This is an optimization exercise on Yosys and OpenROAD, whose aim is small area, not a production implementation.
The RTL was checked by simulation tests, not by an equivalence proof against the original design.
Power is estimated from default activity; no workload was simulated.

==> run P <==
==> flow/design.v <==
`default_nettype none
package ep_pkg;
    localparam int DATA_W     = 32;     
    localparam int REG_ADDR_W = 5;      
    localparam int NUM_REGS   = 1 << REG_ADDR_W;
    localparam logic [6:0] FMT_TYPE_MRD32 = 7'b00_00000;   
    localparam logic [6:0] FMT_TYPE_MWR32 = 7'b10_00000;   
    localparam logic [6:0] FMT_TYPE_CPLD  = 7'b10_01010;   
    localparam logic [DATA_W-1:0] ID_REG_VALUE = 32'hE9D0_0001;
endpackage
`default_nettype wire
`default_nettype none
module ep_rx_engine (
    input  logic        clk,
    input  logic [31:0] trn_rd_i,
    input  logic        ld_dw0_i,    
    input  logic        ld_dw1_i,    
    input  logic        ld_dw2_i,    
    input  logic        cap_i,       
    input  logic [31:0] cap_en_i,    
    input  logic [31:0] rd_word_i,   
    output logic [31:0] hdr_q_o
);
    logic [31:0] ld_en;
    logic [31:0] ld_d;
    logic [31:0] hold;
    assign ld_en = {{24{ld_dw1_i}}, ld_dw0_i, {5{ld_dw2_i}}, {2{ld_dw0_i}}};
    assign ld_d  = {trn_rd_i[31:8], trn_rd_i[22], trn_rd_i[6:2], trn_rd_i[21:20]};
    assign hold  = ~(ld_en | {32{cap_i}});
    always_ff @(posedge clk)
        hdr_q_o <= (rd_word_i & cap_en_i) | (ld_d & ld_en) | (hdr_q_o & hold);
endmodule
`default_nettype wire
`default_nettype none
module ep_mem_access (
    input  logic        clk,
    input  logic [3:0]  keep_i,      
    input  logic [3:0]  wr_be_i,     
    input  logic [31:0] wr_data_i,   
    output logic [31:0] head_o       
);
    localparam int WORDS = 31;
    logic [32*WORDS-1:0] ring;
    logic [31:0]         tail_d;
    assign head_o = ring[31:0];
    always_comb begin
        for (int b = 0; b < 4; b++)
            tail_d[31-8*b -: 8] = (ring[31-8*b -: 8]      & {8{keep_i[b]}}) |
                                  (wr_data_i[31-8*b -: 8] & {8{wr_be_i[b]}});
    end
    always_ff @(posedge clk)
        ring <= {tail_d, ring[32*WORDS-1:32]};
endmodule
`default_nettype wire
`default_nettype none
import ep_pkg::*;
module ep_tx_engine (
    input  logic [1:0]  beat_i,
    input  logic [31:0] hdr_q_i,     
    input  logic [1:0]  attr_i,
    input  logic [3:0]  be_i,
    input  logic [15:0] cfg_completer_id_i,
    output logic [31:0] trn_td_o
);
    logic [2:0] tc;
    logic [1:0] lo_idx;
    logic [2:0] byte_cnt;
    assign tc = {hdr_q_i[7], hdr_q_i[1:0]};
    always_comb begin
        casez (be_i)
            4'b???1: lo_idx = 2'd0;
            4'b??10: lo_idx = 2'd1;
            4'b?100: lo_idx = 2'd2;
            4'b1000: lo_idx = 2'd3;
            default: lo_idx = 2'd0;
        endcase
        casez (be_i)
            4'b0000: byte_cnt = 3'd1;
            4'b1??1: byte_cnt = 3'd4;
            4'b01?1: byte_cnt = 3'd3;
            4'b1?10: byte_cnt = 3'd3;
            4'b0011: byte_cnt = 3'd2;
            4'b0110: byte_cnt = 3'd2;
            4'b1100: byte_cnt = 3'd2;
            default: byte_cnt = 3'd1;
        endcase
    end
    always_comb begin
        case (beat_i)
            2'd0: trn_td_o = {1'b0, FMT_TYPE_CPLD, 1'b0, tc, 4'b0000,
                              1'b0, 1'b0, attr_i, 2'b00, 10'd1};
            2'd1: trn_td_o = {cfg_completer_id_i, 3'b000, 1'b0, 9'd0, byte_cnt};
            2'd2: trn_td_o = {hdr_q_i[31:8], 1'b0, hdr_q_i[6:2], lo_idx};
            default: trn_td_o = hdr_q_i;
        endcase
    end
endmodule
`default_nettype wire
`default_nettype none
import ep_pkg::*;
module ep_top (
    input  logic        clk,
    input  logic        rst_n,
    input  logic [31:0] trn_rd_i,
    input  logic        trn_rsof_n_i,
    input  logic        trn_reof_n_i,
    input  logic        trn_rsrc_rdy_n_i,
    output logic        trn_rdst_rdy_n_o,
    output logic [31:0] trn_td_o,
    output logic        trn_tsof_n_o,
    output logic        trn_teof_n_o,
    output logic        trn_tsrc_rdy_n_o,
    input  logic        trn_tdst_rdy_n_i,
    input  logic [15:0] cfg_completer_id_i
);
    localparam logic [3:0] S_DW0  = 4'b0000;
    localparam logic [3:0] S_RD1  = 4'b0001;
    localparam logic [3:0] S_RD2  = 4'b0010;
    localparam logic [3:0] S_CLR  = 4'b0011;   
    localparam logic [3:0] S_SKIP = 4'b0100;
    localparam logic [3:0] S_WR1  = 4'b0101;
    localparam logic [3:0] S_WR2  = 4'b0110;
    localparam logic [3:0] S_WR3  = 4'b0111;   
    localparam logic [3:0] S_B0   = 4'b1000;
    localparam logic [3:0] S_B1   = 4'b1001;
    localparam logic [3:0] S_B2   = 4'b1010;
    localparam logic [3:0] S_B3   = 4'b1011;
    localparam logic [3:0] S_RDW  = 4'b1110;   
    localparam logic [4:0] PTR_FIRST = 5'b00001;
    localparam logic [4:0] PTR_LAST  = 5'b10000;   
    localparam logic [31:0] ID_LL = {ID_REG_VALUE[7:0], ID_REG_VALUE[15:8],
                                     ID_REG_VALUE[23:16], ID_REG_VALUE[31:24]};
    logic [3:0]  state;
    logic [4:0]  ptr;         
    logic [31:0] hdr_q;       
    logic [3:0]  be_q;
    logic [1:0]  attr_q;
    logic [4:0]  addr;
    logic        addr_zero;
    logic        hit;
    logic        rx_on;
    logic        beat_ok;
    logic        tx_ok;
    logic [6:0]  fmt_type;
    logic        one_dw;
    logic [31:0] head;
    logic [31:0] rd_word;
    logic [31:0] cap_en;
    logic [3:0]  cap_b0;
    logic [3:0]  cap_b1;
    logic        cap;
    logic        ld_dw0;
    logic        ld_dw1;
    logic        ld_dw2;
    logic [3:0]  wr_be;
    assign addr      = hdr_q[6:2];
    assign addr_zero = (addr == 5'd0);
    assign hit       = (ptr == addr) || addr_zero;
    assign fmt_type  = trn_rd_i[30:24];
    assign one_dw    = (trn_rd_i[9:0] == 10'd1);
    assign rx_on            = !state[3] && (state != S_CLR) && (state != S_WR3 || hit);
    assign trn_rdst_rdy_n_o = !rx_on;
    assign beat_ok          = rx_on && !trn_rsrc_rdy_n_i;
    assign trn_tsrc_rdy_n_o = !(state[3] && !state[2]);
    assign trn_tsof_n_o     = state[1] || state[0];
    assign trn_teof_n_o     = !(state[1] && state[0]);
    assign tx_ok            = !trn_tsrc_rdy_n_o && !trn_tdst_rdy_n_i;
    assign wr_be = (state == S_WR3 && !trn_rsrc_rdy_n_i && ptr == addr) ? be_q : 4'b0000;
    ep_mem_access i_mem (
        .clk       (clk),
        .keep_i    ((state == S_CLR) ? 4'b0000 : ~wr_be),
        .wr_be_i   (wr_be),
        .wr_data_i (trn_rd_i),
        .head_o    (head)
    );
    always_ff @(posedge clk) begin
        if (!rst_n)
            ptr <= PTR_FIRST;
        else
            ptr <= {ptr[3:0], ptr[4] ^ ptr[2]};
    end
    always_ff @(posedge clk) begin
        if (!rst_n) begin
            state <= S_CLR;
        end else begin
            case (state)
                S_CLR: if (ptr == PTR_LAST) state <= S_DW0;
                S_DW0: begin
                    if (beat_ok && !trn_rsof_n_i && trn_reof_n_i) begin
                        if (one_dw && fmt_type == FMT_TYPE_MRD32)
                            state <= S_RD1;
                        else if (one_dw && fmt_type == FMT_TYPE_MWR32)
                            state <= S_WR1;
                        else
                            state <= S_SKIP;
                    end
                end
                S_RD1:  if (beat_ok) state <= trn_reof_n_i ? S_RD2 : S_DW0;
                S_WR1:  if (beat_ok) state <= trn_reof_n_i ? S_WR2 : S_DW0;
                S_RD2:  if (beat_ok) state <= trn_reof_n_i ? S_SKIP : S_B0;
                S_WR2:  if (beat_ok) state <= trn_reof_n_i ? S_WR3 : S_DW0;
                S_WR3:  if (beat_ok) state <= trn_reof_n_i ? S_SKIP : S_DW0;
                S_SKIP: if (beat_ok && !trn_reof_n_i) state <= S_DW0;
                S_B0:   if (tx_ok) state <= S_B1;
                S_B1:   if (tx_ok) state <= S_B2;
                S_B2:   if (tx_ok) state <= S_RDW;
                S_RDW:  if (hit) state <= S_B3;
                S_B3:   if (tx_ok) state <= S_DW0;
                default: state <= S_CLR;
            endcase
        end
    end
    assign cap    = (state == S_RDW) && hit;
    assign cap_b1 = {4{cap}} & be_q;
    assign cap_b0 = cap_b1 & {4{!addr_zero}};
    assign ld_dw0 = (state == S_DW0) || (state == S_SKIP);   
    assign ld_dw1 = (state == S_RD1) || (state == S_WR1);
    assign ld_dw2 = (state == S_RD2) || (state == S_WR2);
    always_comb begin
        for (int i = 0; i < 32; i++) begin
            cap_en[i]  = ID_LL[i] ? cap_b1[3 - i/8] : cap_b0[3 - i/8];
            rd_word[i] = ID_LL[i] ? (head[i] || addr_zero) : head[i];
        end
    end
    ep_rx_engine i_rx (
        .clk       (clk),
        .trn_rd_i  (trn_rd_i),
        .ld_dw0_i  (ld_dw0),
        .ld_dw1_i  (ld_dw1),
        .ld_dw2_i  (ld_dw2),
        .cap_i     (cap),
        .cap_en_i  (cap_en),
        .rd_word_i (rd_word),
        .hdr_q_o   (hdr_q)
    );
    always_ff @(posedge clk) begin
        if (ld_dw0)
            attr_q <= trn_rd_i[13:12];
        if (ld_dw1)
            be_q <= trn_rd_i[3:0];
    end
    ep_tx_engine i_tx (
        .beat_i             (state[1:0]),
        .hdr_q_i            (hdr_q),
        .attr_i             (attr_q),
        .be_i               (be_q),
        .cfg_completer_id_i (cfg_completer_id_i),
        .trn_td_o           (trn_td_o)
    );
endmodule
`default_nettype wire
==> flow/flow/run.sh <==
#!/bin/bash
# Standard ORFS layout (the standard.sh, standard synthesis unchanged) with
# three knobs: ports buffered with the smallest buffer, and a clock tree of
# small leaf clusters without dummy loads.
set -euo pipefail
CTS="-sink_clustering_enable -repair_clock_nets -buf_list sky130_fd_sc_hd__clkbuf_8"
CTS="$CTS -sink_clustering_size 20 -sink_clustering_max_diameter 40 -dont_use_dummy_load"
bash standard.sh \
  "BUFFER_PORTS_ARGS=-buffer_cell sky130_fd_sc_hd__buf_1" \
  "CTS_ARGS=$CTS" \
  finish > flow.log 2>&1
==> flow/standard.sh <==
#!/bin/bash
# synth_recipe.tcl (not shown) runs the flow's synth.tcl, then flattens the netlist and writes it again
# the make line also repeats each setting of config.mk as NAME=value (left out here)
make -C /OpenROAD-flow-scripts/flow DESIGN_CONFIG=/design/flow/config.mk WORK_HOME=/design/flow/orfs CLKGATE_MAP_FILE= SYNTH_SCRIPT=/design/flow/synth_recipe.tcl "${@:-finish}"
==> flow/config.mk <==
export PLATFORM = sky130hd
export DESIGN_NAME = ep_top
export DESIGN_NICKNAME = ep_top
export VERILOG_FILES = /design/flow/design.v
export SDC_FILE = /design/flow/constraint.sdc
export NUM_CORES = 4
export LEC_CHECK = 0
export CAP_MARGIN = 20
export CORE_MARGIN = 2
export CORE_UTILIZATION = 40
export PLACE_DENSITY = 0.75
export SLEW_MARGIN = 20
export SYNTH_HIERARCHICAL = 1
export SYNTH_MINIMUM_KEEP_SIZE = 0
==> flow/constraint.sdc <==
create_clock -name core_clock -period 5.0 [get_ports {clk}]
set_input_delay 1.0000 -clock core_clock [delete_from_list [all_inputs] [get_ports {clk}]]
set_output_delay 1.0000 -clock core_clock [all_outputs]
set_load 0.01 [all_outputs]
==> inputs of run E, as changes to run P <==
==> flow/design.v (replaced) <==
`default_nettype none
package ep_pkg;
    localparam int DATA_W     = 32;     
    localparam int REG_ADDR_W = 5;      
    localparam int NUM_REGS   = 1 << REG_ADDR_W;
    localparam logic [6:0] FMT_TYPE_MRD32 = 7'b00_00000;   
    localparam logic [6:0] FMT_TYPE_MWR32 = 7'b10_00000;   
    localparam logic [6:0] FMT_TYPE_CPLD  = 7'b10_01010;   
    localparam logic [DATA_W-1:0] ID_REG_VALUE = 32'hE9D0_0001;
endpackage
`default_nettype wire
`default_nettype none
module ep_mem_access (
    input  logic        clk,
    input  logic        clr_i,       
    input  logic [3:0]  wr_be_i,     
    input  logic [31:0] wr_data_i,   
    output logic [31:0] head_o       
);
    localparam int WORDS = 31;
    logic [32*WORDS-1:0] ring;
    logic [31:0]         tail_d;
    assign head_o = ring[31:0];
    always_comb begin
        for (int b = 0; b < 4; b++)
            tail_d[31-8*b -: 8] = clr_i     ? 8'h00 :
                                  wr_be_i[b] ? wr_data_i[31-8*b -: 8] :
                                               ring[31-8*b -: 8];
    end
    always_ff @(posedge clk)
        ring <= {tail_d, ring[32*WORDS-1:32]};
endmodule
`default_nettype wire
`default_nettype none
import ep_pkg::*;
module ep_top (
    input  logic        clk,
    input  logic        rst_n,
    input  logic [31:0] trn_rd_i,
    input  logic        trn_rsof_n_i,
    input  logic        trn_reof_n_i,
    input  logic        trn_rsrc_rdy_n_i,
    output logic        trn_rdst_rdy_n_o,
    output logic [31:0] trn_td_o,
    output logic        trn_tsof_n_o,
    output logic        trn_teof_n_o,
    output logic        trn_tsrc_rdy_n_o,
    input  logic        trn_tdst_rdy_n_i,
    input  logic [15:0] cfg_completer_id_i
);
    localparam logic [3:0] S_CLR  = 4'b0000;   
    localparam logic [3:0] S_DW0  = 4'b0001;
    localparam logic [3:0] S_RD1  = 4'b0010;
    localparam logic [3:0] S_WR1  = 4'b0011;
    localparam logic [3:0] S_RD2  = 4'b0100;
    localparam logic [3:0] S_WR2  = 4'b0101;
    localparam logic [3:0] S_WR3  = 4'b0110;   
    localparam logic [3:0] S_SKIP = 4'b0111;
    localparam logic [3:0] S_B0   = 4'b1000;
    localparam logic [3:0] S_B1   = 4'b1001;
    localparam logic [3:0] S_B2   = 4'b1010;
    localparam logic [3:0] S_B3   = 4'b1011;
    localparam logic [3:0] S_RDW  = 4'b1100;   
    localparam logic [4:0] PTR_FIRST = 5'b00001;
    localparam logic [4:0] PTR_LAST  = 5'b10000;   
    localparam logic [31:0] ID_LL = {ID_REG_VALUE[7:0], ID_REG_VALUE[15:8],
                                     ID_REG_VALUE[23:16], ID_REG_VALUE[31:24]};
    logic [3:0]  state;
    logic [4:0]  ptr;         
    logic [31:0] hdr_q;       
    logic [3:0]  be_q;
    logic [1:0]  attr_q;
    logic [4:0]  addr;
    logic [2:0]  tc;
    logic        addr_zero;
    logic        hit;
    logic        rx_on;
    logic        beat_ok;
    logic        tx_ok;
    logic [6:0]  fmt_type;
    logic        one_dw;
    logic [31:0] head;
    logic [31:0] rd_word;
    logic [31:0] be_mask;
    logic [3:0]  wr_be;
    logic [1:0]  lo_idx;
    logic [2:0]  byte_cnt;
    assign addr      = hdr_q[6:2];
    assign tc        = {hdr_q[7], hdr_q[1:0]};
    assign addr_zero = (addr == 5'd0);
    assign hit       = (ptr == addr) || addr_zero;
    assign fmt_type  = trn_rd_i[30:24];
    assign one_dw    = (trn_rd_i[9:0] == 10'd1);
    assign rx_on            = !state[3] && (state != S_CLR) && (state != S_WR3 || hit);
    assign trn_rdst_rdy_n_o = !rx_on;
    assign beat_ok          = rx_on && !trn_rsrc_rdy_n_i;
    assign trn_tsrc_rdy_n_o = !(state[3] && !state[2]);
    assign trn_tsof_n_o     = state[1] || state[0];
    assign trn_teof_n_o     = !(state[1] && state[0]);
    assign tx_ok            = !trn_tsrc_rdy_n_o && !trn_tdst_rdy_n_i;
    assign wr_be = (state == S_WR3 && !trn_rsrc_rdy_n_i && ptr == addr) ? be_q : 4'b0000;
    ep_mem_access i_mem (
        .clk       (clk),
        .clr_i     (state == S_CLR),
        .wr_be_i   (wr_be),
        .wr_data_i (trn_rd_i),
        .head_o    (head)
    );
    always_ff @(posedge clk) begin
        if (!rst_n)
            ptr <= PTR_FIRST;
        else
            ptr <= {ptr[3:0], ptr[4] ^ ptr[2]};
    end
    always_ff @(posedge clk) begin
        if (!rst_n) begin
            state <= S_CLR;
        end else begin
            case (state)
                S_CLR: if (ptr == PTR_LAST) state <= S_DW0;
                S_DW0: begin
                    if (beat_ok && !trn_rsof_n_i && trn_reof_n_i) begin
                        if (one_dw && fmt_type == FMT_TYPE_MRD32)
                            state <= S_RD1;
                        else if (one_dw && fmt_type == FMT_TYPE_MWR32)
                            state <= S_WR1;
                        else
                            state <= S_SKIP;
                    end
                end
                S_RD1:  if (beat_ok) state <= trn_reof_n_i ? S_RD2 : S_DW0;
                S_WR1:  if (beat_ok) state <= trn_reof_n_i ? S_WR2 : S_DW0;
                S_RD2:  if (beat_ok) state <= trn_reof_n_i ? S_SKIP : S_B0;
                S_WR2:  if (beat_ok) state <= trn_reof_n_i ? S_WR3 : S_DW0;
                S_WR3:  if (beat_ok) state <= trn_reof_n_i ? S_SKIP : S_DW0;
                S_SKIP: if (beat_ok && !trn_reof_n_i) state <= S_DW0;
                S_B0:   if (tx_ok) state <= S_B1;
                S_B1:   if (tx_ok) state <= S_B2;
                S_B2:   if (tx_ok) state <= S_RDW;
                S_RDW:  if (hit) state <= S_B3;
                S_B3:   if (tx_ok) state <= S_DW0;
                default: state <= S_CLR;
            endcase
        end
    end
    assign rd_word = addr_zero ? ID_LL : head;
    assign be_mask = {{8{be_q[0]}}, {8{be_q[1]}}, {8{be_q[2]}}, {8{be_q[3]}}};
    always_ff @(posedge clk) begin
        if (state == S_DW0) begin
            {hdr_q[7], hdr_q[1:0]} <= trn_rd_i[22:20];
            attr_q                 <= trn_rd_i[13:12];
        end
        if (state == S_RD1 || state == S_WR1) begin
            hdr_q[31:8] <= trn_rd_i[31:8];
            be_q        <= trn_rd_i[3:0];
        end
        if (state == S_RD2 || state == S_WR2)
            hdr_q[6:2] <= trn_rd_i[6:2];
        if (state == S_RDW && hit)
            hdr_q <= rd_word & be_mask;
    end
    always_comb begin
        casez (be_q)
            4'b???1: lo_idx = 2'd0;
            4'b??10: lo_idx = 2'd1;
            4'b?100: lo_idx = 2'd2;
            4'b1000: lo_idx = 2'd3;
            default: lo_idx = 2'd0;
        endcase
        casez (be_q)
            4'b0000: byte_cnt = 3'd1;
            4'b1??1: byte_cnt = 3'd4;
            4'b01?1: byte_cnt = 3'd3;
            4'b1?10: byte_cnt = 3'd3;
            4'b0011: byte_cnt = 3'd2;
            4'b0110: byte_cnt = 3'd2;
            4'b1100: byte_cnt = 3'd2;
            default: byte_cnt = 3'd1;
        endcase
    end
    always_comb begin
        case (state[1:0])
            2'd0: trn_td_o = {1'b0, FMT_TYPE_CPLD, 1'b0, tc, 4'b0000,
                              1'b0, 1'b0, attr_q, 2'b00, 10'd1};
            2'd1: trn_td_o = {cfg_completer_id_i, 3'b000, 1'b0, 9'd0, byte_cnt};
            2'd2: trn_td_o = {hdr_q[31:8], 1'b0, addr, lo_idx};
            default: trn_td_o = hdr_q;
        endcase
    end
endmodule
`default_nettype wire
==> flow/run.sh (new file) <==
#!/bin/bash
# synth_recipe.tcl (not shown) runs the flow's synth.tcl, then flattens the netlist and writes it again
# the make line also repeats each setting of config.mk as NAME=value (left out here)
make -C /OpenROAD-flow-scripts/flow DESIGN_CONFIG=/design/flow/config.mk WORK_HOME=/design/flow/orfs CLKGATE_MAP_FILE= SYNTH_SCRIPT=/design/flow/synth_recipe.tcl finish
CTS_BUF_LIST = sky130_fd_sc_hd__clkbuf_16   (was not set)
CTS_CLUSTER_DIAMETER = 60   (was not set)
CTS_CLUSTER_SIZE = 36   (was not set)
PLACE_DENSITY = not set   (was 0.75)
SYNTH_HIERARCHICAL = not set   (was 1)
SYNTH_MINIMUM_KEEP_SIZE = not set   (was 0)
removed: flow/flow/run.sh
removed: flow/standard.sh
==> inputs of run H, as changes to run P <==
==> flow/flow/run.sh (replaced) <==
#!/bin/bash
# The standard layout (standard.sh: standard synthesis and ORFS steps,
# unchanged) with three knobs passed to make:
#  - every port buffered with the smallest buffer (buf_1);
#  - a clock tree of clkbuf_8 leaf clusters of up to 20 registers within
#    40 um, without dummy loads.
# make's full output (every tool's) goes to flow.log here; ORFS also keeps a
# log per step under orfs/logs/.
set -euo pipefail
CTS="-sink_clustering_enable -repair_clock_nets -buf_list \"sky130_fd_sc_hd__clkbuf_8 sky130_fd_sc_hd__clkbuf_16\""
CTS="$CTS -sink_clustering_size 24 -sink_clustering_max_diameter 40 -dont_use_dummy_load"
bash standard.sh \
  "BUFFER_PORTS_ARGS=-buffer_cell sky130_fd_sc_hd__buf_1" \
  "CTS_ARGS=$CTS" \
  finish > flow.log 2>&1
==> parameters.txt <==
Parameter                              Value

Timing
  Tightest slew margin relative to the limit    25.2%
  Fin. max-slew vios    0
  Final hold slack    0.257 ns

Status
  Status  no timing/DRC/antenna violations

Global routing
  Number of antenna violations at the first check in global routing    3
  Global-route wire length before repair    52,500 µm

Cells and area
  FF+latch area    20,900 µm²

Power and ir drop
  VDD IR max    300 µV

Critical path
  Critical path depth    4

Floorplanning
  Overall die width    245 µm

Clock tree
  Setup Buffers After CTS    0
  Clock transition at the register clock pins on the worst setup and hold paths after CTS    0.10 ns
the above is filed under run P

==> parameters.txt <==
Parameter                              Value

Status
  Status    stopped before the end
  Last stage the flow got to    clock tree synthesis (4_1_cts)
  Tool error message    [ERROR STA-0564] clock_tree_synthesis positional arguments not supported.

Floorplanning
  Overall die width    245 µm
  Y dimension of the die    245 µm
  Top-Level Pins    90

Synth
  Combinational family with the most area after synthesis    compound AO/OA/AOI/OAI gates
  Distinct cells, synth    53
  Post-Syn Instances    1,353
  Register bit count reported by yosys    1,039
  Area fraction in compound gates after synthesis    4.93%
  Sequential element share of the synthesized area    90.1%
  Synth Area per Inst    17.1 µm²

Place
  Post-detailed-placement half-perimeter wirelength    22,200 µm
the above is filed under run H

==> parameters.txt <==
Parameter                              Value

Floorplanning
  Y dimension of the die    245 µm
  Core area    57,700 µm²

Global routing
  Global-route wire length before repair    53,600 µm

Status
  Status  no timing/DRC/antenna violations

Cells and area
  FF+latch area    21,200 µm²

Clock tree
  Clock transition at the register clock pins on the worst setup and hold paths after CTS    0.12 ns
  Setup Buffers After CTS    0

Critical path
  Critical path depth    5

Timing
  Fin. max-slew vios    0
  Tightest slew margin relative to the limit    38.5%
  Final hold slack    0.306 ns

Power and ir drop
  VDD IR max    327 µV
the above is filed under run E

port drivers added, routing unchanged:
Ports are ideal in the flow. The routed layouts listed here were re-timed in OpenROAD. Step 1, drivers: a clkbuf_16 drives clk and a buf_2 each remaining input, both assumed. Step 2, shift: input delay + t, output delay - t, t = (earliest + latest rising clock arrival at the registers) / 2. This alone moves slack from input paths to output paths. Three values: ideal ports, drivers, drivers and shift; two values: the first two.
| run | shift t [ns] | setup WS [ns] | hold WS [ns] | worst setup path at the end | cell pins on the clock port's net |
|---|---|---|---|---|---|
| run P | 0.660 | 0.889 / 0.840 / 1.500 | 0.257 / 0.257 / 0.257 | register to output | 1 |
| run E | 0.647 | 0.935 / 0.881 / 1.502 | 0.306 / 0.306 / 0.306 | input to output | 1 |
After both steps setup and hold are still met in every run listed.
